What follows belongs to an exercise in optimizing a design on an open flow for small area; a production flow would make more cautious choices. RTL that was checked went through simulation tests only; none was proved equivalent to the original. The RTL of runs 4 and 5 was laid out without a check of its function. Power figures rest on the tool's default switching activity, not on a simulated workload.

==> flow/flow/run.sh <==
#!/bin/bash
# The standard layout (standard.sh), with two changes: clock tree synthesis
# without dummy loads, and the smallest buffer on the ports.
set -euo pipefail
export CTS_ARGS="-sink_clustering_enable -repair_clock_nets -sink_clustering_size 10 -sink_clustering_max_diameter 40 -buf_list sky130_fd_sc_hd__clkbuf_4 -dont_use_dummy_load"
export BUFFER_PORTS_ARGS="-buffer_cell sky130_fd_sc_hd__buf_1"
bash standard.sh > standard.log 2>&1
==> flow/standard.sh <==
#!/bin/bash
# synth_recipe.tcl (not shown) runs the flow's synth.tcl, then flattens the netlist and writes it again
# the make line also repeats each setting of config.mk as NAME=value (left out here)
make -C /OpenROAD-flow-scripts/flow DESIGN_CONFIG=/design/flow/config.mk WORK_HOME=/design/flow/orfs CLKGATE_MAP_FILE= SYNTH_SCRIPT=/design/flow/synth_recipe.tcl "${@:-finish}"
==> flow/config.mk <==
export PLATFORM = sky130hd
export DESIGN_NAME = data_memory_responder
export DESIGN_NICKNAME = data_memory_responder
export VERILOG_FILES = /design/flow/design.v
export SDC_FILE = /design/flow/constraint.sdc
export NUM_CORES = 4
export LEC_CHECK = 0
export CAP_MARGIN = 20
export CORE_MARGIN = 2
export CORE_UTILIZATION = 70
export CTS_BUF_LIST = sky130_fd_sc_hd__clkbuf_4
export CTS_CLUSTER_DIAMETER = 40
export CTS_CLUSTER_SIZE = 10
export PLACE_DENSITY = 0.8
export SLEW_MARGIN = 20
export SYNTH_HIERARCHICAL = 1
export SYNTH_MINIMUM_KEEP_SIZE = 0
==> flow/constraint.sdc <==
create_clock -name core_clock -period 10.0 [get_ports {clk}]
set_input_delay 2.0000 -clock core_clock [delete_from_list [all_inputs] [get_ports {clk}]]
set_output_delay 2.0000 -clock core_clock [all_outputs]
set_load 0.01 [all_outputs]
==> flow/design.v <==
module data_memory_responder #(
  parameter logic [31:0] BASE_ADDR = 32'd1024,
  parameter int unsigned DEPTH     = 64,
  parameter int unsigned LATENCY   = 2     
) (
  input  logic        clk,
  input  logic        rst,
  input  logic        MEM_R_EN,
  input  logic        MEM_W_EN,
  input  logic [31:0] addr,
  input  logic [31:0] write_val,
  output logic [31:0] read_val,
  output logic        ready,
  output logic        err
);
  logic        s0, s1;
  logic [5:0]  rot;
  logic [1:0]  ck;           
  logic        cdone;        
  logic [5:0]  idx_q;
  logic        wr_q, rd_q;
  logic [31:0] buf_q;        
  logic        bad_q;        
  logic [31:0] rv_q;
  logic [63:0][31:0] ring;
  logic [63:0][31:0] ring_d;
  logic        idle;
  logic [31:0] off;
  logic        a_ok, live_wr, live_rd;
  logic [5:0]  widx, cur, wpos;
  logic        wr_ok, rd_ok;
  logic [31:0] wdat;
  logic [15:0] ps, psn;
  logic [63:0] rs;
  logic        hit, clr, bad, commit, take;
  logic [1:0]  dclr;
  logic [31:0] pa, pb, full, bk, rv_d;
  logic        hold, busy, ldw, ldr;
  assign idle    = ~s0 & ~s1;
  assign off     = addr - BASE_ADDR;
  assign a_ok    = (off[31:8] == 24'd0) && (off[1:0] == 2'd0);
  assign live_wr = MEM_W_EN & ~MEM_R_EN & a_ok;
  assign live_rd = MEM_R_EN & ~MEM_W_EN & a_ok;
  assign widx    = idle ? off[7:2] : idx_q;
  assign wr_ok   = idle ? live_wr : wr_q;
  assign rd_ok   = idle ? live_rd : rd_q;
  assign busy    = ~idle;
  assign cur     = widx + rot;
  assign wpos    = cur + 6'd1;
  assign clr     = ~cdone;
  always_comb begin
    for (int j = 0; j < 16; j++) begin
      ps[j]  = wr_ok && (wpos == 6'(4 * j));
      psn[j] = ~(ps[j] | clr);
    end
  end
  always_comb begin
    for (int p = 0; p < 64; p++)
      rs[p] = (cur == 6'(p));
  end
  assign hit  = |(rs & 64'h9249249249249249);
  assign dclr = ck + ~cur[1:0];
  assign bad  = hit & clr & (dclr >= ck);
  for (genvar k = 0; k < 64; k++) begin : g_pos
    if (k % 4 == 0) begin : g_w
      for (genvar b = 0; b < 32; b++) begin : g_b
        dmr_ao22 u_g (.a1(ps[k / 4]), .a2(wdat[b]), .b1(psn[k / 4]), .b2(ring[(k + 63) % 64][b]),
                      .y(ring_d[k][b]));
      end
    end else begin : g_t
      assign ring_d[k] = ring[k - 1];
    end
  end
  logic [31:0] t [8];
  for (genvar b = 0; b < 32; b++) begin : g_rd
    dmr_aoi222 u_0 (.a1(rs[0]), .a2(ring[0][b]), .b1(rs[3]), .b2(ring[3][b]), .c1(rs[6]), .c2(ring[6][b]), .y(t[0][b]));
    dmr_aoi222 u_1 (.a1(rs[9]), .a2(ring[9][b]), .b1(rs[12]), .b2(ring[12][b]), .c1(rs[15]), .c2(ring[15][b]), .y(t[1][b]));
    dmr_aoi222 u_2 (.a1(rs[18]), .a2(ring[18][b]), .b1(rs[21]), .b2(ring[21][b]), .c1(rs[24]), .c2(ring[24][b]), .y(t[2][b]));
    dmr_aoi222 u_3 (.a1(rs[27]), .a2(ring[27][b]), .b1(rs[30]), .b2(ring[30][b]), .c1(rs[33]), .c2(ring[33][b]), .y(t[3][b]));
    dmr_aoi222 u_4 (.a1(rs[36]), .a2(ring[36][b]), .b1(rs[39]), .b2(ring[39][b]), .c1(rs[42]), .c2(ring[42][b]), .y(t[4][b]));
    dmr_aoi222 u_5 (.a1(rs[45]), .a2(ring[45][b]), .b1(rs[48]), .b2(ring[48][b]), .c1(rs[51]), .c2(ring[51][b]), .y(t[5][b]));
    dmr_aoi222 u_6 (.a1(rs[54]), .a2(ring[54][b]), .b1(rs[57]), .b2(ring[57][b]), .c1(rs[60]), .c2(ring[60][b]), .y(t[6][b]));
    dmr_nand2 u_7 (.a(rs[63]), .b(ring[63][b]), .y(t[7][b]));
    dmr_nand4 u_pa (.a(t[0][b]), .b(t[1][b]), .c(t[2][b]), .d(t[3][b]), .y(pa[b]));
    dmr_nand4 u_pb (.a(t[4][b]), .b(t[5][b]), .c(t[6][b]), .d(t[7][b]), .y(pb[b]));
    dmr_ao22 u_bk (.a1(ldw), .a2(write_val[b]), .b1(busy), .b2(buf_q[b]), .y(bk[b]));
    dmr_a221o u_bd (.a1(ldr), .a2(pa[b]), .b1(ldr), .b2(pb[b]), .c1(bk[b]), .y(wdat[b]));
    dmr_or3 u_full (.a(pa[b]), .b(pb[b]), .c(buf_q[b]), .y(full[b]));
    dmr_ao22 u_rv (.a1(take), .a2(full[b]), .b1(hold), .b2(rv_q[b]), .y(rv_d[b]));
  end
  assign commit = s0 & s1 & rd_q;
  assign take   = commit & ~bad & ~bad_q;
  assign hold   = ~commit;
  assign ldw    = idle & MEM_W_EN;
  assign ldr    = idle ? ~MEM_W_EN : ~wr_q;
  always_ff @(posedge clk or posedge rst) begin
    if (rst) begin
      s0    <= 1'b0;
      s1    <= 1'b0;
      rot   <= 6'd0;
      ck    <= 2'd0;
      cdone <= 1'b0;
      rv_q  <= 32'd0;
    end else begin
      s0    <= ~s1 & (s0 | MEM_R_EN | MEM_W_EN);
      s1    <= s0;
      rot   <= rot + 6'd1;
      ck    <= ck + 2'd1;
      cdone <= cdone | (ck == 2'd3);
      rv_q  <= rv_d;
    end
  end
  always_ff @(posedge clk) begin
    idx_q <= widx;
    wr_q  <= wr_ok;
    rd_q  <= rd_ok;
    buf_q <= wdat;
    bad_q <= bad | (~idle & bad_q);
    ring  <= ring_d;
  end
  assign read_val = rv_q;
  assign ready    = s1 & ~s0;
  assign err      = ~(wr_q | rd_q);
endmodule
module dmr_ao22 (input logic a1, input logic a2, input logic b1, input logic b2, output logic y);
  assign y = (a1 & a2) | (b1 & b2);
endmodule
module dmr_nand4 (input logic a, input logic b, input logic c, input logic d, output logic y);
  assign y = ~(a & b & c & d);
endmodule
module dmr_nand2 (input logic a, input logic b, output logic y);
  assign y = ~(a & b);
endmodule
module dmr_a221o (input logic a1, input logic a2, input logic b1, input logic b2, input logic c1,
                  output logic y);
  assign y = (a1 & a2) | (b1 & b2) | c1;
endmodule
module dmr_or3 (input logic a, input logic b, input logic c, output logic y);
  assign y = a | b | c;
endmodule
module dmr_aoi222 (input logic a1, input logic a2, input logic b1, input logic b2,
                   input logic c1, input logic c2, output logic y);
  assign y = ~((a1 & a2) | (b1 & b2) | (c1 & c2));
endmodule
==> results.py, run 1 <==
metrics = {
    "clock_network": {
        "cts-root-buf": "clkbuf_4",
        "clk_pin_slew_ns": 0.10,
        "cts_tree": "built",
        "cts_buffers": 234,
        "holdBufCountCts": 0,
        "clock_latency_ns": 1.19,
        "cts_htree_levels": 4,
        "clockBufferDepth": 3,
        "cts.sinks": 2132,
        "post_cts_buffers": 0,
        "cts-resized-gates": 0,
    },
    "drt": {
        "vias": 31618,
        "drt_iter0_drc": 4744,
        "ant_nets": 0,
        "viasPerCell": 6.779,
        "routedWlPerCell_um": 31.54,
        "wirelength_um": 147100,
        "post-route-drc-count": 0,
        "drtPass1Iterations": 9,
    },
    "layout": {
        "area_growth_pct": 8.058,
        "drive_above_1_share_pct": 10.11,
        "final_util_pct": 76.38,
        "final_nets": 3771,
        "final_area_sq_um": 56760,
    },
    "pwr": {
        "internal-power_w": 0.01015,
        "p_leak_nw": 22.24,
        "power.density_nw_per_um2": 250.7,
        "p_clk_share_pct": 24.6,
        "pwr-share-comb_pct": 14.1,
        "ir_worst_vdd_mv": 0.1607,
        "switching_share_pct": 28.64,
        "p_switching_w": 0.004075,
        "pwr-share-seq_pct": 61.3,
    },
    "worst_setup_path": {
        "cp_slowest_cell": "nor3_2",
        "critical_path.max_fanout": 26,
        "path_delay_family": "simple AND/OR/NAND/NOR gates",
        "path_cells": "buf_1 -> mux2_2 -> ha_1 -> inv_1 -> fa_1 -> nand2b_1 -> a21oi_1 -> xor2_1 -> nand2_1 -> nor3_2 -> buf_12 -> a222oi_1 -> nand4_1 -> a221o_1 -> a22o_1",
        "slowest_delay_ns": 0.81,
        "worst-setup-path-type": "input pin to flip-flop",
        "crit_buf_inv": 3,
        "crit_path_start_kind": "input pin",
        "cp.arrival_ns": 6.99,
        "cp-end-kind": "flip-flop",
        "required_ns": 11.02,
    },
    "yosys": {
        "synth_edf_count": 1,
        "ys.flop_type": "dfxtp_1",
        "ys_seq_elements": 2132,
        "synthCells": 3292,
        "seq_area_frac_synth_pct": 81.68,
        "syn-cell-area_sq_um": 52530,
        "netlist_top_cells_area": "dfxtp_1, a22o_1, a222oi_1, dfrtp_1, nand4_1",
        "synth_top_area_share_pct": 79.57,
        "ys_warn_count": 8,
        "async_reset_ff_share_pct": 2.017,
        "synth.largest_area_cell": "dfxtp_1",
        "yosysMostFrequentCell": "dfxtp_1",
        "syn_nets": 3371,
        "postSynthAreaPerCell_sq_um": 15.96,
        "ys_top_cells_by_count": "dfxtp_1, a22o_1, a222oi_1",
        "ys_types": 45,
    },
    "floorplanning": {
        "initial_utilization_pct": 70.68,
        "dieArea_sq_um": 77250,
        "coreArea_sq_um": 74320,
        "die_height_um": 277.9,
        "fp-row-count": 100,
        "ios": 102,
        "dieWidth_um": 277.9,
    },
    "global_route": {
        "grt_first_pass_wirelength_um": 212800,
        "grt_max_degree": 65,
        "track_usage_pct": 37.69,
        "grt-ovfl-total": 0,
        "grt_pass1_vias": 32078,
        "antenna_found_initial": 3,
    },
    "timing": {
        "setup_tns_ns": 0,
        "setup-violations-final": 0,
        "tightest_slew_ns": 1.175,
        "clock_skew_ns": 0.1258,
        "slew_headroom_pct": 21.52,
        "fin_ws_ns": 4.026,
        "hold_violations": 0,
        "finalCritPeriodShare_pct": 59.74,
        "rsz0062_at_grt": "false",
        "period_needed_ns": 5.974,
        "maxSlewViolCount": 0,
        "max_freq_mhz": 167.4,
    },
    "placement": {
        "port_buffers": 101,
        "post_dp_cell_area_sq_um": 55000,
        "pre_cts_ws_ns": 3.090,
        "gp_congestion": 0.8804,
        "dp_hpwl_um": 76680,
    },
    "job": {
        "drv_cap": 0,
    },
    "run_status": {
        "status": "no timing/DRC/antenna violations",
    },
    "min_path": {
        "hp-class": "flip-flop to flip-flop",
    },
}
[Yosys stat by module, one instance, submodules excluded]
module                 cells  flops+latches  area (sq um)  copies in the design
dmr_aoi222                 1              0         10.01                   224
dmr_a221o                  1              0         10.01                    32
dmr_or3                    1              0         6.256                    32
dmr_nand2                  1              0         3.754                    32
data_memory_responder   2332           2132         44200                     1
dmr_nand4                  1              0         6.256                    64
dmr_ao22                   1              0         8.758                   576
[power by group through the flow]
stage	sequential [W]	clock, W	combinational [W]
6_report	0.00872	0.00350	0.00201
3_3_place_gp	0.00890	0	0.00189
3_5_place_dp	0.00891	0	0.00193
5_1_grt	0.00874	0.00384	0.00206
2_1_floorplan	0.00892	0	0.00101
4_1_cts	0.00872	0.00351	0.00193
[logic make-up after synthesis]
| logic type | after synthesis | share of synthesized area [%] |
|---|---|---|
| AOI/OAI and AO/OA | 856 | 14.79 |
| xor gates and xnor gates | 21 | 0.4573 |
| adders and majority gates | 11 | 0.2763 |
| buffers and inverters | 14 | 0.1048 |
| DFF | 2132 | 81.68 |
| muxes | 7 | 0.1548 |
| and+or+nand+nor | 251 | 2.537 |
[layout make-up]
type	count	area, sq um
multi-input combinational	1146	9938
tap	969	1212
antenna	5	12.51
fill	4385	17560
sequential	2132	42910
clock buffer	234	1757
inverter	9	36.28
timing repair buffer	169	902.1
[per-stage QoR]
stage                     power, W  hold WS [ns]  cells
after global placement     0.01080        0.3101   4425
after detailed placement   0.01084        0.3121   4425
after global routing       0.01464        0.2433   4664
after floorplan           0.009924        0.3096   3292
after CTS                  0.01416        0.2343   4659
final                      0.01423        0.2228   4664
[state kept, by name (all words and copies together), names as in the netlist]
name and count:
ring 2048, buf_q 32, rv_q 32, idx_q 6, rot 6, ck 2
bad_q 1, cdone 1, rd_q 1, s0 1, s1 1, wr_q 1
[per-layer routing]
| layer | GRT usage [%] | wire (um) | part of all wire, % | vias to the layer above |
|---|---|---|---|---|
| met2 | 56.36 | 64380 | 44 | 2265 |
| met1 | 50.62 | 57170 | 39 | 15621 |
| met4 | 18.67 | 7446 | 5.1 | 2 |
| met3 | 10.99 | 18090 | 12 | 497 |
| met5 | 0 | 13 | 0.0088 | - |
| li1 | - | - | - | 13233 |
[cells in the final DEF, fill, tap and decap left out, types with 10 or more instances in the layout]
| cell | instances |
|---|---|
| dfxtp_1 | 2088 |
| a22o_1 | 577 |
| clkbuf_4 | 234 |
| a222oi_1 | 224 |
| buf_1 | 101 |
| nand4_1 | 67 |
| buf_4 | 67 |
| nand2_1 | 50 |
| dfrtp_1 | 43 |
| a221o_1 | 32 |
| or3_1 | 32 |
| nor2_4 | 20 |
| nor3_2 | 16 |
| nand3_1 | 13 |
| nor2_1 | 13 |
| xnor2_1 | 12 |
| nor2b_4 | 12 |
| a21oi_1 | 10 |
| ha_1 | 10 |
[worst paths after layout]
path	cells past startpoint	from	endpoint	slack, ns
worst max-delay path	15	addr[2]	ring[534]	4.03
worst min-delay path	0	ring[342]	ring[374]	0.22
worst max register to register	15	s0	ring[534]	4.08
worst min register to register	0	ring[342]	ring[374]	0.22
max in group asynchronous	3	rst	rv_q[14]	8.42
min in group asynchronous	3	rst	rv_q[8]	0.98
==> run 2, diff against run 1 <==
==> flow/config.mk (replaced) <==
export PLATFORM = sky130hd
export DESIGN_NAME = data_memory_responder
export DESIGN_NICKNAME = data_memory_responder
export VERILOG_FILES = /design/flow/design.v
export SDC_FILE = /design/flow/constraint.sdc
export NUM_CORES = 4
export LEC_CHECK = 0
export CAP_MARGIN = 0
export CORE_MARGIN = 2
export CORE_UTILIZATION = 75
export PLACE_DENSITY = 0.85
export SLEW_MARGIN = 0
export SYNTH_HIERARCHICAL = 1
export SYNTH_MINIMUM_KEEP_SIZE = 0
==> results.py, run 2 <==
metrics = {
    "layout": {
        "largest_register_ff_count": 2048,
        "most-common-layout-cells": "dfxtp_1, a22o_1, clkbuf_4",
        "final_nets": 3753,
        "final_common_cell": "dfxtp_1",
        "top_register": "ring",
        "drive_above_1_share_pct": 9.722,
        "reg_top3": "ring x2048, buf_q x32, rv_q x32",
        "final_util_pct": 81.19,
        "area_growth_pct": 7.672,
        "fill_cells": 3517,
    },
    "clock_network": {
        "clock_latency_ns": 1.12,
        "cts_buffers": 232,
        "clockBufferDepth": 3,
        "holdBufCountCts": 0,
        "post_cts_buffers": 0,
        "cts-root-buf": "clkbuf_4",
        "clk_pin_slew_ns": 0.10,
        "cts_htree_levels": 4,
        "cts.sinks": 2132,
        "cts-resized-gates": 0,
        "cts_tree": "built",
    },
    "pwr": {
        "power.density_nw_per_um2": 250.9,
        "pwr-share-comb_pct": 13.9,
        "p_clk_share_pct": 24.6,
        "p_total_w": 0.01419,
        "switching_share_pct": 28.60,
        "internal-power_w": 0.01013,
        "ir_worst_vdd_mv": 0.1641,
        "p_switching_w": 0.004059,
        "pwr-share-seq_pct": 61.5,
        "p_leak_nw": 22.13,
    },
    "drt": {
        "wirelength_um": 141200,
        "drt_iter0_drc": 4501,
        "routedWlPerCell_um": 30.59,
        "post-route-drc-count": 0,
        "drtPass1Iterations": 10,
        "ant_nets": 0,
        "viasPerCell": 6.830,
        "vias": 31528,
    },
    "worst_setup_path": {
        "worst-setup-path-type": "input pin to flip-flop",
        "cp.arrival_ns": 7.33,
        "crit_path_start_kind": "input pin",
        "r2r_cells": 14,
        "cp-end-kind": "flip-flop",
        "required_ns": 10.98,
        "critical_path.max_fanout": 32,
    },
    "yosys": {
        "postSynthAreaPerCell_sq_um": 15.96,
        "synthCells": 3292,
        "ys.flop_type": "dfxtp_1",
        "seq_area_frac_synth_pct": 81.68,
        "netlist_top_cells_area": "dfxtp_1, a22o_1, a222oi_1, dfrtp_1, nand4_1",
        "ys_top_cells_by_count": "dfxtp_1, a22o_1, a222oi_1",
        "yosysMostFrequentCell": "dfxtp_1",
        "ys_warn_count": 8,
        "syn-cell-area_sq_um": 52530,
        "synth_edf_count": 1,
        "async_reset_ff_share_pct": 2.017,
        "synth_top_area_share_pct": 79.57,
        "ys_seq_elements": 2132,
        "syn_nets": 3371,
        "ys_types": 45,
        "synth.largest_area_cell": "dfxtp_1",
    },
    "timing": {
        "hold_violations": 0,
        "clock_skew_ns": 0.08530,
        "fin_ws_ns": 3.646,
        "setup-violations-final": 0,
        "maxSlewViolCount": 33,
        "max_freq_mhz": 157.4,
        "rsz0062_at_grt": "false",
        "tightest_slew_ns": 1.525,
        "setup_tns_ns": 0,
        "slew_headroom_pct": -1.873,
        "finalCritPeriodShare_pct": 63.54,
        "hold-worst-slack_ns": 0.2826,
        "period_needed_ns": 6.354,
    },
    "floorplanning": {
        "ios": 102,
        "coreArea_sq_um": 69660,
        "die_height_um": 268.7,
        "dieWidth_um": 268.7,
        "initial_utilization_pct": 75.41,
        "dieArea_sq_um": 72180,
        "fp-row-count": 97,
    },
    "global_route": {
        "grt-ovfl-total": 0,
        "grt_max_degree": 44,
        "antenna_found_initial": 2,
        "grt_pass1_vias": 32137,
        "track_usage_pct": 39.15,
        "grt_first_pass_wirelength_um": 205300,
    },
    "placement": {
        "pre_cts_ws_ns": 2.748,
        "dp_hpwl_um": 76990,
        "gp_congestion": 0.9164,
        "port_buffers": 101,
    },
    "job": {
        "drv_cap": 1,
    },
    "min_path": {
        "hp-class": "flip-flop to flip-flop",
        "min_path_cells": 0,
    },
    "run_status": {
        "so_faults": "max-capacitance violations, max-slew violations",
        "status": "failed layout checks",
    },
}
-- run 2: cell count changes in the layout (fill, tap and decap cells not counted), sizes merged --
cell,before,now
buf,169,153
clkbuf,234,232
diode,5,4
-- run 2: worst max-delay path, stage by stage --
cell and delay, ns:
buf_1 0.06, mux2_2 0.15, ha_1 0.15, inv_1 0.06
fa_1 0.43, nand2b_1 0.18, a21oi_1 0.28, xor2_1 0.64
nand2_1 0.55, nor2_4 0.78, buf_4 0.45, a21oi_1 0.21
nor2_4 1.03, a22o_1 0.31
-- run 2: cells by family after synthesis --
group	share of synthesized area, %
flops	81.68
simple gates	2.537
compound gates	14.79
xor+xnor	0.4573
buf+inv	0.1048
fa+ha+maj	0.2763
mux	0.1548
-- run 2: routing by layer --
layer | vias up | wire length, um | global-route usage, % | part of all wire (%)
met1 | 15464 | 52240 | 50.83 | 37
met5 | - | 12 | 0 | 0.0085
li1 | 13216 | - | - | -
met3 | 523 | 17590 | 10.68 | 12
met4 | 2 | 8117 | 21.83 | 5.7
met2 | 2323 | 63250 | 60.07 | 45
-- run 2: cell type report --
class,instances,area [sq um],share of cell area [%]
Sequential cell,2132,42910,75.86
Multi-Input combinational cell,1146,9922,17.54
Clock buffer,232,1742,3.079
Tap cell,940,1176,2.079
Timing Repair Buffer,153,769.5,1.360
Inverter,9,36.28,0.06415
Antenna cell,4,10.01,0.01770
-- run 2: power by group through the flow --
stage | clock, W | sequential, W | combinational [W]
detailed placement | 0 | 0.00891 | 0.00187
finish | 0.00349 | 0.00872 | 0.00198
global route | 0.00383 | 0.00874 | 0.00202
floorplan | 0 | 0.00892 | 0.00101
global placement | 0 | 0.00890 | 0.00179
CTS | 0.00349 | 0.00872 | 0.00188
-- run 2: path summary, 6_finish.rpt --
kind	from	to	slack (ns)
setup / recovery	addr[2]	ring[258]	3.65
hold / removal	ring[554]	ring[586]	0.28
setup reg to reg	s0	ring[258]	3.82
hold reg to reg	ring[554]	ring[586]	0.28
max in group asynchronous	rst	rv_q[3]	8.03
min in group asynchronous	rst	s1	1.20
-- run 2: Yosys stat by module (local to each module, per instance) --
module | copies in the design | cells inside | flops+latches | cell area (sq um)
dmr_nand4 | 64 | 1 | 0 | 6.256
dmr_aoi222 | 224 | 1 | 0 | 10.01
data_memory_responder | 1 | 2332 | 2132 | 44200
dmr_or3 | 32 | 1 | 0 | 6.256
dmr_ao22 | 576 | 1 | 0 | 8.758
dmr_a221o | 32 | 1 | 0 | 10.01
dmr_nand2 | 32 | 1 | 0 | 3.754
-- run 2: stage by stage --
stage          std cells  area, sq um
5_1_grt             4613        56550
3_3_place_gp        4380        54810
4_1_cts             4612        56550
2_1_floorplan       3292        52530
3_5_place_dp        4380        54810
6_report            4616        56560
==> run 3, diff against run 2 <==
==> flow/run.sh (new file) <==
#!/bin/bash
# synth_recipe.tcl (not shown) runs the flow's synth.tcl, then flattens the netlist and writes it again
# the make line also repeats each setting of config.mk as NAME=value (left out here)
make -C /OpenROAD-flow-scripts/flow DESIGN_CONFIG=/design/flow/config.mk WORK_HOME=/design/flow/orfs CLKGATE_MAP_FILE= SYNTH_SCRIPT=/design/flow/synth_recipe.tcl finish
--- a/flow/config.mk
+++ b/flow/config.mk
@@ -6,9 +6,12 @@
 export NUM_CORES = 4
 export LEC_CHECK = 0
-export CAP_MARGIN = 0
+export CAP_MARGIN = 20
 export CORE_MARGIN = 2
-export CORE_UTILIZATION = 75
-export PLACE_DENSITY = 0.85
-export SLEW_MARGIN = 0
+export CORE_UTILIZATION = 70
+export CTS_BUF_LIST = sky130_fd_sc_hd__clkbuf_4
+export CTS_CLUSTER_DIAMETER = 40
+export CTS_CLUSTER_SIZE = 10
+export PLACE_DENSITY = 0.8
+export SLEW_MARGIN = 20
 export SYNTH_HIERARCHICAL = 1
 export SYNTH_MINIMUM_KEEP_SIZE = 0
removed: flow/flow/run.sh
removed: flow/standard.sh
==> results.py, run 3 <==
metrics = {
    "timing": {
        "finalCritPeriodShare_pct": 64.71,
        "setup-violations-final": 0,
        "hold_violations": 0,
        "tightest_slew_ns": 1.142,
        "max_freq_mhz": 154.5,
        "clock_skew_ns": 0.05918,
        "slew_headroom_pct": 23.90,
        "setup_tns_ns": 0,
        "maxSlewViolCount": 0,
        "hold-worst-slack_ns": 0.2944,
        "fin_ws_ns": 3.529,
        "rsz0062_at_grt": "false",
        "period_needed_ns": 6.471,
    },
    "clock_network": {
        "cts_buffers": 233,
        "cts_htree_levels": 4,
        "clk_pin_slew_ns": 0.11,
        "cts.sinks": 2132,
        "clock_latency_ns": 1.11,
        "holdBufCountCts": 0,
        "cts-root-buf": "clkbuf_4",
        "cts-resized-gates": 0,
        "clockBufferDepth": 3,
        "post_cts_buffers": 0,
        "cts_tree": "built",
    },
    "floorplanning": {
        "ios": 102,
        "die_height_um": 277.9,
        "dieWidth_um": 277.9,
        "initial_utilization_pct": 70.68,
        "fp-row-count": 100,
        "coreArea_sq_um": 74320,
        "dieArea_sq_um": 77250,
    },
    "pwr": {
        "p_total_w": 0.01459,
        "p_leak_nw": 22.70,
        "ir_worst_vdd_mv": 0.2341,
        "power.density_nw_per_um2": 252.7,
    },
    "global_route": {
        "grt-ovfl-total": 0,
        "grt_first_pass_wirelength_um": 212900,
        "track_usage_pct": 37.75,
        "antenna_found_initial": 3,
        "grt_max_degree": 65,
        "grt_pass1_vias": 32519,
    },
    "layout": {
        "largest_register_ff_count": 2048,
        "top_register": "ring",
        "drive_above_1_share_pct": 10.92,
        "most-common-layout-cells": "dfxtp_1, a22o_1, clkbuf_4",
        "reg_top3": "ring x2048, buf_q x32, rv_q x32",
        "fill_cells": 4292,
        "final_common_cell": "dfxtp_1",
        "area_growth_pct": 9.915,
        "final_nets": 3772,
    },
    "yosys": {
        "ys.flop_type": "dfxtp_1",
        "synth.largest_area_cell": "dfxtp_1",
        "postSynthAreaPerCell_sq_um": 15.96,
        "synth_edf_count": 1,
        "ys_warn_count": 8,
        "seq_area_frac_synth_pct": 81.68,
        "netlist_top_cells_area": "dfxtp_1, a22o_1, a222oi_1, dfrtp_1, nand4_1",
        "async_reset_ff_share_pct": 2.017,
        "syn_nets": 3371,
        "synth-xor-area-share_pct": 0.4573,
        "yosysMostFrequentCell": "dfxtp_1",
        "ys_top_cells_by_count": "dfxtp_1, a22o_1, a222oi_1",
        "synth_compound_area_share_pct": 14.79,
        "synth_top_family_by_area": "compound AO/OA/AOI/OAI gates",
        "synthCells": 3292,
        "synth_top_area_share_pct": 79.57,
        "ys_types": 45,
        "ys_seq_elements": 2132,
        "synth_mux_area_share_pct": 0.1548,
        "syn-cell-area_sq_um": 52530,
        "synth_simple_gate_area_share_pct": 2.537,
        "synthAdderAreaFrac_pct": 0.2763,
    },
    "drt": {
        "post-route-drc-count": 0,
        "drt_iter0_drc": 4409,
        "wirelength_um": 146000,
        "viasPerCell": 6.719,
        "vias": 31585,
        "drtPass1Iterations": 8,
        "ant_nets": 0,
        "routedWlPerCell_um": 31.06,
    },
    "worst_setup_path": {
        "r2r_cells": 15,
        "r2r_end": "ring[16]",
        "cp-end-kind": "flip-flop",
        "worst-setup-path-type": "input pin to flip-flop",
        "cp.arrival_ns": 7.50,
        "setup.worst_path.start": "addr[2]",
        "critical_path.max_fanout": 24,
        "r2r_setup_slack_ns": 4.00,
        "endpoint": "ring[16]",
        "rr_startpoint": "s0",
        "crit_path_start_kind": "input pin",
        "required_ns": 11.03,
    },
    "run_status": {
        "status": "no timing/DRC/antenna violations",
    },
    "placement": {
        "dp_hpwl_um": 78890,
        "pre_cts_ws_ns": 2.621,
        "port_buffers": 101,
        "gp_congestion": 0.8747,
    },
    "min_path": {
        "hp-class": "flip-flop to flip-flop",
    },
    "job": {
        "drv_cap": 0,
    },
}
-- run 3: how the worst min path moves through the flow --
stage,depth (start not counted),start,endpoint
final,0,ring[648],ring[680]
after global routing,0,ring[287],ring[319]
after CTS,0,ring[1571],ring[1603]
after detailed placement,0,ring[1435],ring[1467]
after global placement,0,ring[835],ring[867]
after floorplan,0,ring[68],ring[100]
-- run 3: kinds of logic after synthesis --
| kind of cell | Yosys count |
|---|---|
| fa+ha+maj | 11 |
| compound gates | 856 |
| simple gates | 251 |
| mux | 7 |
| buf+inv | 14 |
| flops | 2132 |
| xor+xnor | 21 |
-- run 3: layer usage --
metal | GRT usage, % | up-vias | wire (um)
li1 | - | 13286 | -
met5 | 0 | - | 0
met1 | 50.51 | 15605 | 56240
met3 | 9.066 | 457 | 16870
met2 | 58.10 | 2237 | 65220
met4 | 18.89 | 0 | 7687
-- run 3: layout make-up --
cell class,count,area (sq um),area share [%]
clock buffers,251,1884,3.263
multi-input cells,1146,9943,17.22
flip-flops and latches,2132,42910,74.31
well taps,969,1212,2.100
diodes,6,15.01,0.02600
clock inverters,17,206.4,0.3575
inverters,9,36.28,0.06284
repair buffers,171,1536,2.661
-- run 3: power breakdown --
group / switching (W) / internal (W) / total (W) / leakage, nW
logic: 0.00156 / 0.000549 / 0.00211 / 4.07
registers: 0.0000866 / 0.00863 / 0.00872 / 17.4
clock network: 0.00250 / 0.00126 / 0.00376 / 1.26
total: 0.00415 / 0.0104 / 0.0146 / 22.7
-- run 3: through the flow --
| step | instances | util (%) | area [sq um] |
|---|---|---|---|
| floorplan | 3292 | - | 52530 |
| global placement | 4427 | 74.85 | 55630 |
| detailed placement | 4427 | 74.86 | 55630 |
| CTS | 4695 | 77.67 | 57730 |
| global route | 4700 | 77.69 | 57740 |
| finish | 4701 | 77.69 | 57740 |
-- run 3: modules after synthesis (local to each module, per instance) --
module / cells inside / times used / area (sq um) / flip-flops and latches
dmr_nand2: 1 / 32 / 3.754 / 0
data_memory_responder: 2332 / 1 / 44200 / 2132
dmr_aoi222: 1 / 224 / 10.01 / 0
dmr_a221o: 1 / 32 / 10.01 / 0
dmr_nand4: 1 / 64 / 6.256 / 0
dmr_ao22: 1 / 576 / 8.758 / 0
dmr_or3: 1 / 32 / 6.256 / 0
-- run 3: critical path, cell delays in order --
cell             delay, ns
clkdlybuf4s50_1       0.46
mux2_2                0.16
ha_1                  0.17
inv_1                 0.06
fa_1                  0.43
nand2b_1              0.18
a21oi_1               0.24
xnor2_1               0.37
nand2_1               0.53
nor3_4                0.86
buf_4                 0.58
a222oi_1              0.25
nand4_1               0.19
a221o_1               0.65
a22o_1                0.30
==> run 4, diff against run 3 <==
--- a/flow/design.v
+++ b/flow/design.v
@@ -20,5 +20,6 @@
   logic [5:0]  idx_q;
   logic        wr_q, rd_q;
-  logic [31:0] buf_q;        
+  logic [31:0] wb_q;
+  logic [31:0] cap_q;
   logic        bad_q;        
   logic [31:0] rv_q;
@@ -35,6 +36,6 @@
   logic        hit, clr, bad, commit, take;
   logic [1:0]  dclr;
-  logic [31:0] pa, pb, full, bk, rv_d;
-  logic        hold, busy, ldw, ldr;
+  logic [31:0] pa, pb, full, cap_d, rv_d;
+  logic        keep, hold, busy;
   assign idle    = ~s0 & ~s1;
   assign off     = addr - BASE_ADDR;
@@ -84,14 +85,13 @@
     dmr_nand4 u_pa (.a(t[0][b]), .b(t[1][b]), .c(t[2][b]), .d(t[3][b]), .y(pa[b]));
     dmr_nand4 u_pb (.a(t[4][b]), .b(t[5][b]), .c(t[6][b]), .d(t[7][b]), .y(pb[b]));
-    dmr_ao22 u_bk (.a1(ldw), .a2(write_val[b]), .b1(busy), .b2(buf_q[b]), .y(bk[b]));
-    dmr_a221o u_bd (.a1(ldr), .a2(pa[b]), .b1(ldr), .b2(pb[b]), .c1(bk[b]), .y(wdat[b]));
-    dmr_or3 u_full (.a(pa[b]), .b(pb[b]), .c(buf_q[b]), .y(full[b]));
+    dmr_a211o u_cap (.a1(cap_q[b]), .a2(keep), .b1(pa[b]), .c1(pb[b]), .y(cap_d[b]));
+    dmr_or3 u_full (.a(pa[b]), .b(pb[b]), .c(cap_q[b]), .y(full[b]));
     dmr_ao22 u_rv (.a1(take), .a2(full[b]), .b1(hold), .b2(rv_q[b]), .y(rv_d[b]));
+    dmr_ao22 u_wd (.a1(idle), .a2(write_val[b]), .b1(busy), .b2(wb_q[b]), .y(wdat[b]));
   end
   assign commit = s0 & s1 & rd_q;
   assign take   = commit & ~bad & ~bad_q;
   assign hold   = ~commit;
-  assign ldw    = idle & MEM_W_EN;
-  assign ldr    = idle ? ~MEM_W_EN : ~wr_q;
+  assign keep   = ~idle;
   always_ff @(posedge clk or posedge rst) begin
     if (rst) begin
@@ -115,5 +115,6 @@
     wr_q  <= wr_ok;
     rd_q  <= rd_ok;
-    buf_q <= wdat;
+    wb_q  <= wdat;
+    cap_q <= cap_d;
     bad_q <= bad | (~idle & bad_q);
     ring  <= ring_d;
@@ -132,7 +133,6 @@
   assign y = ~(a & b);
 endmodule
-module dmr_a221o (input logic a1, input logic a2, input logic b1, input logic b2, input logic c1,
-                  output logic y);
-  assign y = (a1 & a2) | (b1 & b2) | c1;
+module dmr_a211o (input logic a1, input logic a2, input logic b1, input logic c1, output logic y);
+  assign y = (a1 & a2) | b1 | c1;
 endmodule
 module dmr_or3 (input logic a, input logic b, input logic c, output logic y);
--- a/flow/config.mk
+++ b/flow/config.mk
@@ -9,7 +9,7 @@
 export CORE_MARGIN = 2
 export CORE_UTILIZATION = 70
-export CTS_BUF_LIST = sky130_fd_sc_hd__clkbuf_4
-export CTS_CLUSTER_DIAMETER = 40
-export CTS_CLUSTER_SIZE = 10
+export CTS_BUF_LIST = sky130_fd_sc_hd__clkbuf_8
+export CTS_CLUSTER_DIAMETER = 60
+export CTS_CLUSTER_SIZE = 20
 export PLACE_DENSITY = 0.8
 export SLEW_MARGIN = 20
==> results.py, run 4 <==
metrics = {
    "run_status": {
        "status": "no timing/DRC/antenna violations",
    },
    "yosys": {
        "synth.largest_area_cell": "dfxtp_1",
        "syn_nets": 3419,
        "syn-cell-area_sq_um": 53320,
        "ys.flop_type": "dfxtp_1",
        "synthCells": 3340,
        "async_reset_ff_share_pct": 1.987,
        "synth_edf_count": 1,
        "ys_seq_elements": 2164,
        "seq_area_frac_synth_pct": 81.67,
        "ys_types": 64,
        "ys_warn_count": 8,
        "yosysMostFrequentCell": "dfxtp_1",
        "ys_top_cells_by_count": "dfxtp_1, a22o_1, a222oi_1",
        "postSynthAreaPerCell_sq_um": 15.96,
        "synth_top_area_share_pct": 79.59,
        "netlist_top_cells_area": "dfxtp_1, a22o_1, a222oi_1, dfrtp_1, nand4_1",
    },
    "floorplanning": {
        "initial_utilization_pct": 70.44,
        "dieArea_sq_um": 78400,
        "die_height_um": 280.0,
        "fp-row-count": 101,
        "ios": 102,
        "dieWidth_um": 280.0,
        "coreArea_sq_um": 75700,
    },
    "clock_network": {
        "cts_buffers": 120,
        "clk_pin_slew_ns": 0.12,
        "post_cts_buffers": 0,
        "cts-root-buf": "clkbuf_8",
        "clockBufferDepth": 3,
        "clock_latency_ns": 0.80,
        "cts_htree_levels": 3,
        "cts.sinks": 2164,
        "cts-resized-gates": 0,
        "cts_tree": "built",
        "holdBufCountCts": 0,
    },
    "global_route": {
        "grt-ovfl-total": 0,
        "track_usage_pct": 36.18,
        "grt_max_degree": 44,
        "grt_first_pass_wirelength_um": 206800,
        "grt_pass1_vias": 31449,
        "antenna_found_initial": 7,
    },
    "timing": {
        "finalCritPeriodShare_pct": 62.03,
        "hold_violations": 0,
        "setup-violations-final": 0,
        "clock_skew_ns": 0.03689,
        "period_needed_ns": 6.203,
        "tightest_slew_ns": 1.261,
        "rsz0062_at_grt": "false",
        "max_freq_mhz": 161.2,
        "setup_tns_ns": 0,
        "maxSlewViolCount": 0,
        "slew_headroom_pct": 15.93,
    },
    "drt": {
        "ant_nets": 0,
        "vias": 30907,
        "drtPass1Iterations": 10,
        "drt_iter0_drc": 3896,
        "wirelength_um": 143100,
        "viasPerCell": 6.660,
        "post-route-drc-count": 0,
        "routedWlPerCell_um": 30.84,
    },
    "pwr": {
        "ir_worst_vdd_mv": 0.1763,
        "pwr-share-comb_pct": 14.0,
        "p_total_w": 0.01448,
        "p_clk_share_pct": 25.1,
        "p_switching_w": 0.004118,
        "pwr-share-seq_pct": 60.9,
        "power.density_nw_per_um2": 248.3,
        "internal-power_w": 0.01036,
        "switching_share_pct": 28.44,
        "p_leak_nw": 23.03,
    },
    "min_path": {
        "hp-class": "flip-flop to flip-flop",
        "worstHoldStart": "ring[82]",
    },
    "layout": {
        "fill_cells": 4251,
        "top_register": "ring",
        "drive_above_1_share_pct": 7.736,
        "largest_register_ff_count": 2048,
        "area_growth_pct": 9.323,
        "multi_input_area_sq_um": 10020,
        "register_area_sq_um": 43550,
        "final_nets": 3701,
        "most-common-layout-cells": "dfxtp_1, a22o_1, a222oi_1",
        "final_common_cell": "dfxtp_1",
    },
    "job": {
        "drv_cap": 0,
    },
    "worst_setup_path": {
        "r2r_setup_slack_ns": 3.80,
        "rr_startpoint": "s0",
        "crit_path_start_kind": "flip-flop",
        "setup.worst_path.start": "s0",
        "slowest_delay_ns": 0.91,
        "critical_path.max_fanout": 26,
        "crit_top_cell": "buf_4",
        "path_cells": "nor2_4 -> buf_4 -> mux2_2 -> ha_1 -> inv_1 -> fa_1 -> nand2b_1 -> o2bb2ai_1 -> xor2_1 -> nand2_1 -> nor3_2 -> buf_4 -> a222oi_1 -> nand4_1 -> or3_1 -> a22o_1",
        "cp.arrival_ns": 6.95,
        "cp-end-kind": "flip-flop",
        "cp_slowest_cell": "nor3_2",
        "worst-setup-path-type": "flip-flop to flip-flop",
        "required_ns": 10.74,
    },
    "placement": {
        "port_buffers": 101,
        "dp_hpwl_um": 78230,
        "gp_congestion": 0.8796,
    },
}
## run 4: power by group through the flow
| stage | sequential (W) | clock (W) | combinational (W) |
|---|---|---|---|
| 4_1_cts | 0.00882 | 0.00363 | 0.00195 |
| 6_report | 0.00882 | 0.00364 | 0.00202 |
| 3_5_place_dp | 0.00901 | 0 | 0.00193 |
| 3_3_place_gp | 0.00900 | 0 | 0.00189 |
| 5_1_grt | 0.00883 | 0.00393 | 0.00207 |
| 2_1_floorplan | 0.00899 | 0 | 0.00104 |
## run 4: metal layers
| layer | share of wire (%) | track usage (%) | up-vias |
|---|---|---|---|
| met4 | 5.4 | 17.48 | 4 |
| met3 | 10 | 8.610 | 493 |
| met2 | 45 | 56.87 | 1934 |
| met5 | 0.015 | 0 | - |
| met1 | 39 | 47.60 | 15380 |
| li1 | - | - | 13096 |
## run 4: layout make-up
type,instances,share of cell area [%]
Sequential cell,2164,74.70
Multi-Input combinational cell,1156,17.19
Clock buffer,126,2.975
Timing Repair Buffer,168,2.597
Tap cell,978,2.099
Clock inverter,32,0.3241
Inverter,12,0.08800
Antenna cell,5,0.02146
## run 4: through the flow
| stage | util, % | area (sq um) | setup WS, ns | hold slack (ns) | instances |
|---|---|---|---|---|---|
| 3_5_place_dp | 74.45 | 56360 | 3.182 | 0.3121 | 4478 |
| 5_1_grt | 77.00 | 58290 | 3.617 | 0.3180 | 4640 |
| 3_3_place_gp | 74.45 | 56360 | 3.354 | 0.3096 | 4478 |
| 4_1_cts | 76.99 | 58280 | 3.949 | 0.3192 | 4636 |
| 2_1_floorplan | - | 53320 | 3.734 | 0.3096 | 3340 |
| 6_report | 77.01 | 58290 | 3.797 | 0.3143 | 4641 |
## run 4: Yosys stat by module, one instance, submodules excluded
module / flip-flops and latches / cells inside
dmr_or3: 0 / 1
dmr_aoi222: 0 / 1
dmr_a211o: 0 / 1
dmr_nand2: 0 / 1
dmr_ao22: 0 / 1
data_memory_responder: 2164 / 2380
dmr_nand4: 0 / 1
## run 4: path summary, 6_finish.rpt
| check | endpoint | cells after the start |
|---|---|---|
| worst max-delay path | rv_q[14] | 16 |
| worst min register to register | ring[114] | 0 |
| worst min-delay path | ring[114] | 0 |
| min in group asynchronous | s1 | 3 |
| max in group asynchronous | rv_q[28] | 3 |
| worst max register to register | rv_q[14] | 16 |
## run 4: cell families after synthesis
kind of cell / share of synthesized area, %
compound gates: 14.77
simple gates: 2.415
flops: 81.67
xor+xnor: 0.4740
fa+ha+maj: 0.2722
buf+inv: 0.2065
mux: 0.1901
## run 4: worst max-delay path: cells and delay by family, from the launching register on
kind	cells	cell delay, ns
AND/OR/NAND/NOR	6	2.29
buffers and inverters	3	1.33
XOR/XNOR	1	0.69
adder cells (fa/ha/maj)	2	0.58
AO/OA/AOI/OAI	3	0.48
flip-flops	1	0.47
multiplexers	1	0.29
==> run 5, diff against run 4 <==
==> flow/flow/run.sh (new file) <==
#!/bin/bash
# The standard layout (standard.sh), with two changes: clock tree synthesis
# without dummy loads, and the smallest buffer on the ports.
set -euo pipefail
export CTS_ARGS="-sink_clustering_enable -repair_clock_nets -sink_clustering_size 20 -sink_clustering_max_diameter 60 -buf_list sky130_fd_sc_hd__clkbuf_8 -dont_use_dummy_load"
export BUFFER_PORTS_ARGS="-buffer_cell sky130_fd_sc_hd__buf_1"
bash standard.sh > standard.log 2>&1
==> flow/standard.sh (new file) <==
#!/bin/bash
# synth_recipe.tcl (not shown) runs the flow's synth.tcl, then flattens the netlist and writes it again
# the make line also repeats each setting of config.mk as NAME=value (left out here)
make -C /OpenROAD-flow-scripts/flow DESIGN_CONFIG=/design/flow/config.mk WORK_HOME=/design/flow/orfs CLKGATE_MAP_FILE= SYNTH_SCRIPT=/design/flow/synth_recipe.tcl "${@:-finish}"
removed: flow/run.sh
==> results.py, run 5 <==
metrics = {
    "run_status": {
        "status": "no timing/DRC/antenna violations",
    },
    "worst_setup_path": {
        "cp-end-kind": "flip-flop",
        "setup.worst_path.start": "addr[2]",
        "worst-setup-path-type": "input pin to flip-flop",
        "r2r_setup_slack_ns": 4.54,
        "critical_path.max_fanout": 26,
        "cp_slowest_cell": "xor2_1",
        "cp.arrival_ns": 6.29,
        "required_ns": 10.72,
        "rr_startpoint": "s0",
        "crit_path_start_kind": "input pin",
        "path_cells": "buf_1 -> mux2_2 -> ha_1 -> inv_1 -> fa_1 -> nand2b_1 -> o2bb2ai_1 -> xor2_1 -> nand2_1 -> nor3_2 -> buf_4 -> a222oi_1 -> nand4_1 -> or3_1 -> a22o_1",
        "slowest_delay_ns": 0.73,
        "r2r_end": "rv_q[9]",
        "r2r_cells": 13,
    },
    "drt": {
        "ant_nets": 0,
        "post-route-drc-count": 0,
        "routedWlPerCell_um": 30.98,
        "viasPerCell": 6.673,
        "drtPass1Iterations": 7,
        "drt_iter0_drc": 4373,
        "vias": 30694,
        "wirelength_um": 142500,
    },
    "placement": {
        "dp_cells": 4479,
        "port_buffers": 101,
        "gp_congestion": 0.9069,
        "pre_cts_ws_ns": 3.816,
        "dp_hpwl_um": 79380,
    },
    "yosys": {
        "ys_types": 64,
        "synth_top_area_share_pct": 79.59,
        "postSynthAreaPerCell_sq_um": 15.96,
        "syn_nets": 3419,
        "syn-cell-area_sq_um": 53320,
        "seq_area_frac_synth_pct": 81.67,
        "synth_edf_count": 1,
        "ys_seq_elements": 2164,
        "async_reset_ff_share_pct": 1.987,
        "ys.flop_type": "dfxtp_1",
        "ys_top_cells_by_count": "dfxtp_1, a22o_1, a222oi_1",
        "synth.largest_area_cell": "dfxtp_1",
        "yosysMostFrequentCell": "dfxtp_1",
        "synthCells": 3340,
        "ys_warn_count": 8,
        "netlist_top_cells_area": "dfxtp_1, a22o_1, a222oi_1, dfrtp_1, nand4_1",
    },
    "pwr": {
        "p_leak_nw": 22.56,
        "switching_share_pct": 28.35,
        "p_clk_share_pct": 24.1,
        "power.density_nw_per_um2": 248.6,
        "p_switching_w": 0.004044,
        "pwr-share-comb_pct": 14.1,
        "ir_worst_vdd_mv": 0.1513,
        "internal-power_w": 0.01022,
        "p_total_w": 0.01426,
        "pwr-share-seq_pct": 61.8,
    },
    "floorplanning": {
        "dieArea_sq_um": 78400,
        "ios": 102,
        "die_height_um": 280.0,
        "initial_utilization_pct": 70.44,
        "fp-row-count": 101,
        "coreArea_sq_um": 75700,
        "dieWidth_um": 280.0,
    },
    "layout": {
        "final_nets": 3701,
        "largest_register_ff_count": 2048,
        "fin_cells": 4600,
        "drive_above_1_share_pct": 7.376,
        "most-common-layout-cells": "dfxtp_1, a22o_1, a222oi_1",
        "top_register": "ring",
        "final_common_cell": "dfxtp_1",
        "area_growth_pct": 7.603,
    },
    "clock_network": {
        "cts_htree_levels": 3,
        "clockBufferDepth": 3,
        "holdBufCountCts": 0,
        "cts_tree": "built",
        "clk_pin_slew_ns": 0.11,
        "cts-resized-gates": 0,
        "cts_buffers": 119,
        "cts-root-buf": "clkbuf_8",
        "cts.sinks": 2164,
        "clock_latency_ns": 0.81,
        "post_cts_buffers": 0,
    },
    "min_path": {
        "min_path_cells": 0,
        "hp-class": "flip-flop to flip-flop",
        "min_to": "ring[1126]",
        "worstHoldStart": "ring[1094]",
    },
    "timing": {
        "period_needed_ns": 5.571,
        "tightest_slew_ns": 1.200,
        "hold-worst-slack_ns": 0.2924,
        "setup_tns_ns": 0,
        "rsz0062_at_grt": "false",
        "clock_skew_ns": 0.08352,
        "setup-violations-final": 0,
        "max_freq_mhz": 179.5,
        "maxSlewViolCount": 0,
        "slew_headroom_pct": 19.99,
        "fin_ws_ns": 4.429,
        "finalCritPeriodShare_pct": 55.71,
        "hold_violations": 0,
    },
    "job": {
        "drv_cap": 0,
    },
    "global_route": {
        "antenna_found_initial": 3,
        "grt_max_degree": 44,
        "track_usage_pct": 35.94,
        "grt_first_pass_wirelength_um": 204400,
        "grt_pass1_vias": 30709,
        "grt-ovfl-total": 0,
    },
}
==> run 5: layer usage <==
layer / wire length (um) / track usage, % / vias up
met5: 16 / 0 / -
met4: 7673 / 17.84 / 2
met3: 15060 / 6.953 / 452
li1: - / - / 13047
met2: 64030 / 55.82 / 1943
met1: 55720 / 48.78 / 15250
==> run 5: metrics by stage <==
stage / cell area, sq um / utilization (%)
floorplan: 53320 / -
global placement: 55730 / 73.63
detailed placement: 55730 / 73.63
CTS: 57370 / 75.79
global route: 57370 / 75.79
finish: 57380 / 75.80
==> run 5: layout make-up <==
type / count / area [sq um]
fill: 4385 / 18320
clock buffer: 119 / 1638
sequential: 2164 / 43550
inverter: 12 / 51.30
multi-input combinational: 1156 / 10020
tap: 978 / 1224
antenna: 2 / 5.005
timing repair buffer: 169 / 889.6
==> run 5: modules after synthesis, one instance, submodules excluded, a selection <==
module / flip-flops and latches / cell area (sq um) / times used
dmr_a211o: 0 / 8.758 / 32
data_memory_responder: 2164 / 45030 / 1
dmr_nand2: 0 / 3.754 / 32
dmr_aoi222: 0 / 10.01 / 224
dmr_nand4: 0 / 6.256 / 64
dmr_or3: 0 / 6.256 / 32
==> run 5: worst max-delay path by stage <==
stage | to | slack (ns) | cells past startpoint
after floorplan | rv_q[0] | 3.73 | 12
after global placement | rv_q[9] | 3.81 | 14
after detailed placement | ring[1564] | 3.82 | 12
after CTS | ring[1562] | 4.63 | 12
after global routing | rv_q[14] | 4.36 | 15
final | rv_q[12] | 4.43 | 15
==> run 5: power groups by stage <==
| stage | registers, W | logic [W] | clock network, W |
|---|---|---|---|
| floorplan | 0.00899 | 0.00104 | 0 |
| global placement | 0.00900 | 0.00187 | 0 |
| detailed placement | 0.00901 | 0.00191 | 0 |
| CTS | 0.00882 | 0.00192 | 0.00343 |
| global route | 0.00883 | 0.00205 | 0.00374 |
| finish | 0.00882 | 0.00201 | 0.00343 |
==> run 5: cell families after synthesis <==
kind of cell / Yosys count / synth area share, %
muxes: 9 / 0.1901
and+or+nand+nor: 241 / 2.415
xor gates and xnor gates: 22 / 0.4740
adders and majority gates: 11 / 0.2722
DFF: 2164 / 81.67
buffers and inverters: 20 / 0.2065
AOI/OAI and AO/OA: 873 / 14.77
==> run 5: worst max-delay path, delay by kind of cell <==
kind,cells,cell delay (ns)
multiplexers,1,0.15
buffers and inverters,3,0.73
AND/OR/NAND/NOR,5,1.51
adder cells (fa/ha/maj),2,0.59
XOR/XNOR,1,0.73
AO/OA/AOI/OAI,3,0.55
==> run 6, diff against run 5 <==
--- a/flow/design.v
+++ b/flow/design.v
@@ -20,6 +20,5 @@
   logic [5:0]  idx_q;
   logic        wr_q, rd_q;
-  logic [31:0] wb_q;
-  logic [31:0] cap_q;
+  logic [31:0] buf_q;        
   logic        bad_q;        
   logic [31:0] rv_q;
@@ -29,5 +28,5 @@
   logic [31:0] off;
   logic        a_ok, live_wr, live_rd;
-  logic [5:0]  widx, cur, wpos;
+  logic [5:0]  widx, cur;
   logic        wr_ok, rd_ok;
   logic [31:0] wdat;
@@ -36,6 +35,6 @@
   logic        hit, clr, bad, commit, take;
   logic [1:0]  dclr;
-  logic [31:0] pa, pb, full, cap_d, rv_d;
-  logic        keep, hold, busy;
+  logic [31:0] pa, pb, full, bk, rv_d;
+  logic        hold, busy, ldw, ldr;
   assign idle    = ~s0 & ~s1;
   assign off     = addr - BASE_ADDR;
@@ -48,15 +47,27 @@
   assign busy    = ~idle;
   assign cur     = widx + rot;
-  assign wpos    = cur + 6'd1;
   assign clr     = ~cdone;
-  always_comb begin
-    for (int j = 0; j < 16; j++) begin
-      ps[j]  = wr_ok && (wpos == 6'(4 * j));
-      psn[j] = ~(ps[j] | clr);
+  logic [5:0] curn;
+  logic [7:0] dh, dl;
+  for (genvar i = 0; i < 6; i++) begin : g_cn
+    dmr_inv u_i (.a(cur[i]), .y(curn[i]));
+  end
+  for (genvar i = 0; i < 8; i++) begin : g_pd
+    dmr_and3 u_h (.a(i[2] ? cur[5] : curn[5]), .b(i[1] ? cur[4] : curn[4]), .c(i[0] ? cur[3] : curn[3]),
+                  .y(dh[i]));
+    dmr_and3 u_l (.a(i[2] ? cur[2] : curn[2]), .b(i[1] ? cur[1] : curn[1]), .c(i[0] ? cur[0] : curn[0]),
+                  .y(dl[i]));
+  end
+  for (genvar j = 0; j < 16; j++) begin : g_psd
+    localparam int Q = (4 * j + 63) % 64;
+    dmr_and3 u_p (.a(wr_ok), .b(dh[Q / 8]), .c(dl[Q % 8]), .y(ps[j]));
+    dmr_nor2 u_n (.a(ps[j]), .b(clr), .y(psn[j]));
+  end
+  for (genvar p = 0; p < 64; p++) begin : g_rsd
+    if (p % 3 == 0) begin : g_t
+      dmr_and2 u_r (.a(dh[p / 8]), .b(dl[p % 8]), .y(rs[p]));
+    end else begin : g_n
+      assign rs[p] = 1'b0;
     end
-  end
-  always_comb begin
-    for (int p = 0; p < 64; p++)
-      rs[p] = (cur == 6'(p));
   end
   assign hit  = |(rs & 64'h9249249249249249);
@@ -85,13 +96,14 @@
     dmr_nand4 u_pa (.a(t[0][b]), .b(t[1][b]), .c(t[2][b]), .d(t[3][b]), .y(pa[b]));
     dmr_nand4 u_pb (.a(t[4][b]), .b(t[5][b]), .c(t[6][b]), .d(t[7][b]), .y(pb[b]));
-    dmr_a211o u_cap (.a1(cap_q[b]), .a2(keep), .b1(pa[b]), .c1(pb[b]), .y(cap_d[b]));
-    dmr_or3 u_full (.a(pa[b]), .b(pb[b]), .c(cap_q[b]), .y(full[b]));
+    dmr_ao22 u_bk (.a1(ldw), .a2(write_val[b]), .b1(busy), .b2(buf_q[b]), .y(bk[b]));
+    dmr_a221o u_bd (.a1(ldr), .a2(pa[b]), .b1(ldr), .b2(pb[b]), .c1(bk[b]), .y(wdat[b]));
+    dmr_or3 u_full (.a(pa[b]), .b(pb[b]), .c(buf_q[b]), .y(full[b]));
     dmr_ao22 u_rv (.a1(take), .a2(full[b]), .b1(hold), .b2(rv_q[b]), .y(rv_d[b]));
-    dmr_ao22 u_wd (.a1(idle), .a2(write_val[b]), .b1(busy), .b2(wb_q[b]), .y(wdat[b]));
   end
   assign commit = s0 & s1 & rd_q;
   assign take   = commit & ~bad & ~bad_q;
   assign hold   = ~commit;
-  assign keep   = ~idle;
+  assign ldw    = idle & MEM_W_EN;
+  assign ldr    = idle ? ~MEM_W_EN : ~wr_q;
   always_ff @(posedge clk or posedge rst) begin
     if (rst) begin
@@ -115,6 +127,5 @@
     wr_q  <= wr_ok;
     rd_q  <= rd_ok;
-    wb_q  <= wdat;
-    cap_q <= cap_d;
+    buf_q <= wdat;
     bad_q <= bad | (~idle & bad_q);
     ring  <= ring_d;
@@ -130,9 +141,22 @@
   assign y = ~(a & b & c & d);
 endmodule
+module dmr_inv (input logic a, output logic y);
+  assign y = ~a;
+endmodule
+module dmr_and2 (input logic a, input logic b, output logic y);
+  assign y = a & b;
+endmodule
+module dmr_and3 (input logic a, input logic b, input logic c, output logic y);
+  assign y = a & b & c;
+endmodule
+module dmr_nor2 (input logic a, input logic b, output logic y);
+  assign y = ~(a | b);
+endmodule
 module dmr_nand2 (input logic a, input logic b, output logic y);
   assign y = ~(a & b);
 endmodule
-module dmr_a211o (input logic a1, input logic a2, input logic b1, input logic c1, output logic y);
-  assign y = (a1 & a2) | b1 | c1;
+module dmr_a221o (input logic a1, input logic a2, input logic b1, input logic b2, input logic c1,
+                  output logic y);
+  assign y = (a1 & a2) | (b1 & b2) | c1;
 endmodule
 module dmr_or3 (input logic a, input logic b, input logic c, output logic y);
==> flow/flow/run.sh (replaced) <==
#!/bin/bash
# The standard layout (standard.sh), with two changes: clock tree synthesis
# without dummy loads, and the smallest buffer on the ports.
set -euo pipefail
export CTS_ARGS="-sink_clustering_enable -repair_clock_nets -sink_clustering_size 10 -sink_clustering_max_diameter 40 -buf_list sky130_fd_sc_hd__clkbuf_4 -dont_use_dummy_load"
export BUFFER_PORTS_ARGS="-buffer_cell sky130_fd_sc_hd__buf_1"
bash standard.sh > standard.log 2>&1
--- a/flow/config.mk
+++ b/flow/config.mk
@@ -9,7 +9,7 @@
 export CORE_MARGIN = 2
 export CORE_UTILIZATION = 70
-export CTS_BUF_LIST = sky130_fd_sc_hd__clkbuf_8
-export CTS_CLUSTER_DIAMETER = 60
-export CTS_CLUSTER_SIZE = 20
+export CTS_BUF_LIST = sky130_fd_sc_hd__clkbuf_4
+export CTS_CLUSTER_DIAMETER = 40
+export CTS_CLUSTER_SIZE = 10
 export PLACE_DENSITY = 0.8
 export SLEW_MARGIN = 20
==> results.py, run 6 <==
metrics = {
    "run_status": {
        "status": "no timing/DRC/antenna violations",
    },
    "layout": {
        "largest_register_ff_count": 2048,
        "most-common-layout-cells": "dfxtp_1, a22o_1, clkbuf_4",
        "drive_above_1_share_pct": 9.775,
        "area_growth_pct": 7.873,
        "fill_cells": 4383,
        "reg_top3": "ring x2048, buf_q x32, rv_q x32",
        "top_register": "ring",
        "final_common_cell": "dfxtp_1",
        "final_nets": 3733,
    },
    "yosys": {
        "synthCells": 3258,
        "synth.largest_area_cell": "dfxtp_1",
        "syn-cell-area_sq_um": 52330,
        "ys_types": 37,
        "synth_top_area_share_pct": 79.88,
        "async_reset_ff_share_pct": 2.017,
        "ys_top_cells_by_count": "dfxtp_1, a22o_1, a222oi_1",
        "synth_edf_count": 1,
        "yosysMostFrequentCell": "dfxtp_1",
        "ys.flop_type": "dfxtp_1",
        "ys_seq_elements": 2132,
        "ys_warn_count": 8,
        "syn_nets": 3337,
        "seq_area_frac_synth_pct": 81.99,
        "postSynthAreaPerCell_sq_um": 16.06,
        "netlist_top_cells_area": "dfxtp_1, a22o_1, a222oi_1, dfrtp_1, nand4_1",
    },
    "floorplanning": {
        "dieArea_sq_um": 76960,
        "die_height_um": 277.4,
        "coreArea_sq_um": 74200,
        "fp-row-count": 100,
        "initial_utilization_pct": 70.53,
        "dieWidth_um": 277.4,
        "ios": 102,
    },
    "clock_network": {
        "clk_pin_slew_ns": 0.10,
        "cts_htree_levels": 4,
        "cts-root-buf": "clkbuf_4",
        "clock_latency_ns": 1.14,
        "post_cts_buffers": 0,
        "holdBufCountCts": 0,
        "clockBufferDepth": 3,
        "cts.sinks": 2132,
        "cts_buffers": 232,
        "cts_tree": "built",
        "cts-resized-gates": 0,
    },
    "global_route": {
        "track_usage_pct": 34.83,
        "grt_max_degree": 65,
        "antenna_found_initial": 2,
        "grt-ovfl-total": 0,
        "grt_pass1_vias": 31394,
        "grt_first_pass_wirelength_um": 198800,
    },
    "worst_setup_path": {
        "slowest_delay_ns": 0.74,
        "cp-end-kind": "flip-flop",
        "cp_slowest_cell": "nor3_2",
        "crit_top_cell": "buf_4",
        "crit_buf_inv": 5,
        "cp.arrival_ns": 7.28,
        "path_cells": "nor2_1 -> clkinv_1 -> buf_4 -> mux2_2 -> ha_1 -> a21oi_1 -> o21ai_0 -> xor3_1 -> inv_1 -> and3_1 -> and2_2 -> buf_4 -> or4_1 -> nor3_1 -> a221oi_1 -> nor3_2 -> buf_4 -> a22o_1",
        "worst-setup-path-type": "flip-flop to flip-flop",
        "critical_path.max_fanout": 39,
        "required_ns": 11.00,
        "crit_path_start_kind": "flip-flop",
        "path_delay_family": "simple AND/OR/NAND/NOR gates",
    },
    "timing": {
        "setup_tns_ns": 0,
        "period_needed_ns": 6.279,
        "hold_violations": 0,
        "hold-worst-slack_ns": 0.2750,
        "rsz0062_at_grt": "false",
        "tightest_slew_ns": 1.149,
        "slew_headroom_pct": 23.40,
        "finalCritPeriodShare_pct": 62.79,
        "clock_skew_ns": 0.09775,
        "max_freq_mhz": 159.3,
        "setup-violations-final": 0,
        "maxSlewViolCount": 0,
    },
    "pwr": {
        "power.density_nw_per_um2": 245.7,
        "ir_worst_vdd_mv": 0.1274,
        "p_leak_nw": 22.32,
    },
    "min_path": {
        "hp-class": "flip-flop to flip-flop",
    },
    "placement": {
        "port_buffers": 101,
        "gp_congestion": 0.8896,
        "dp_hpwl_um": 78930,
    },
    "drt": {
        "viasPerCell": 6.636,
        "drt_iter0_drc": 4552,
        "drtPass1Iterations": 9,
        "routedWlPerCell_um": 29.18,
        "ant_nets": 0,
        "post-route-drc-count": 0,
        "vias": 30672,
        "wirelength_um": 134900,
    },
    "job": {
        "drv_cap": 0,
    },
}
==> run 6: cell types whose count changed after synthesis, sizes merged, moves of 10 or more <==
cell / before / now
nand2: 54 / 36
dfxtp: 2120 / 2088
a211o: 32 / 0
and3: 2 / 33
nor2: 29 / 19
and2: 5 / 23
nor3: 28 / 4
a221o: 0 / 32
==> run 6: final timing paths <==
kind | startpoint | endpoint | slack [ns] | depth (start not counted)
min in group asynchronous | rst | rv_q[10] | 1.07 | 3
worst min register to register | ring[1618] | ring[1650] | 0.27 | 0
max in group asynchronous | rst | rv_q[0] | 8.35 | 3
worst max register to register | s0 | rv_q[13] | 3.72 | 18
worst max-delay path | s0 | rv_q[13] | 3.72 | 18
worst min-delay path | ring[1618] | ring[1650] | 0.27 | 0
==> run 6: layout make-up <==
cell class	instances	area, sq um	share of cell area (%)
flip-flops and latches	2132	42910	76.01
multi-input cells	1107	9539	16.90
clock buffers	232	1742	3.085
well taps	969	1212	2.148
repair buffers	162	977.2	1.731
inverters	19	71.32	0.1263
diodes	1	2.502	0.004433
==> run 6: per-stage QoR <==
step | instances | utilization (%) | power (W) | area [sq um] | setup WS, ns
after detailed placement | 4389 | 73.73 | 0.01051 | 54710 | 3.119
after global routing | 4622 | 76.08 | 0.01428 | 56450 | 3.524
after floorplan | 3258 | - | 0.009771 | 52330 | 3.127
after global placement | 4382 | 73.47 | 0.01046 | 54510 | 3.337
final | 4622 | 76.08 | 0.01387 | 56450 | 3.721
after CTS | 4621 | 76.08 | 0.01382 | 56450 | 3.849
==> run 6: layer usage <==
layer / global-route usage, % / vias up / share of wire (%)
met5: 1.126 / - / 0.090
met4: 17.84 / 2 / 4.7
met3: 8.633 / 432 / 11
met2: 53.74 / 1945 / 45
met1: 45.96 / 15177 / 39
li1: - / 13116 / -
==> run 6: worst reg2reg max path, stage by stage (launching register included) <==
cell and delay, ns:
dfrtp_1 0.44, nor2_1 0.39, clkinv_1 0.12, buf_4 0.40, mux2_2 0.42, ha_1 0.33, a21oi_1 0.22, o21ai_0 0.16
xor3_1 0.43, inv_1 0.12, and3_1 0.22, and2_2 0.20, buf_4 0.31, or4_1 0.60, nor3_1 0.18, a221oi_1 0.14
nor3_2 0.74, buf_4 0.48, a22o_1 0.29
==> run 6: cell families (layout without fill, tap and decap cells) <==
logic type	count (synthesis)	count (layout)	share of synthesized area [%]
XOR/XNOR	10	10	0.1961
AND/OR/NAND/NOR	236	236	2.570
flip-flops	2132	2132	81.99
other	0	1	0
AO/OA/AOI/OAI	844	844	14.69
adder cells (fa/ha/maj)	11	11	0.2917
multiplexers	6	6	0.1291
buffers and inverters	19	413	0.1363
==> run 6: power by group <==
group,internal [W],switching [W],leakage (nW)
sequential,0.00866,0.0000919,17.4
clock,0.00106,0.00241,1.07
combinational,0.000388,0.00125,3.87
==> run 6: modules after synthesis (local to each module, per instance) <==
module / area (sq um) / flops+latches / cells inside / times used
data_memory_responder: 43580 / 2132 / 2222 / 1
dmr_a221o: 10.01 / 0 / 1 / 32
dmr_aoi222: 10.01 / 0 / 1 / 224
dmr_ao22: 8.758 / 0 / 1 / 576
dmr_and2: 6.256 / 0 / 1 / 22
dmr_and3: 6.256 / 0 / 1 / 32
dmr_nand4: 6.256 / 0 / 1 / 64
dmr_or3: 6.256 / 0 / 1 / 32
dmr_inv: 3.754 / 0 / 1 / 6
dmr_nand2: 3.754 / 0 / 1 / 32
dmr_nor2: 3.754 / 0 / 1 / 16

## static timing again, ports no longer ideal
In the flow no input, the clock included, has a driving cell. The finished layouts below were timed again as built, in two steps. Step 1: set_driving_cell puts a clkbuf_16 on clk and a buf_2 on each other input, an assumption about the parent block. Step 2, shift: input delay + t, output delay - t, t = (earliest + latest rising clock arrival at the registers) / 2. This alone moves slack from input paths to output paths. Slacks: no drivers / after step 1 / after step 2; pairs: no drivers / after step 1.
run	t (ns)	setup WS [ns]	slew at the worst register clock pin (ns)
run 1	1.188	4.026 / 4.063 / 2.876	0.11 / 0.11
run 2	1.142	3.646 / 3.686 / 2.544	0.11 / 0.11
run 3	1.147	3.529 / 3.562 / 2.416	0.12 / 0.12
run 4	0.842	3.797 / 3.797 / 3.053	0.12 / 0.12
run 5	0.841	4.429 / 4.462 / 3.622	0.12 / 0.12
run 6	1.148	3.721 / 3.721 / 2.980	0.11 / 0.11
For run 1, which loses most, drivers alone change the setup slack by +0.037 ns; drivers and shift together by -1.150 ns.
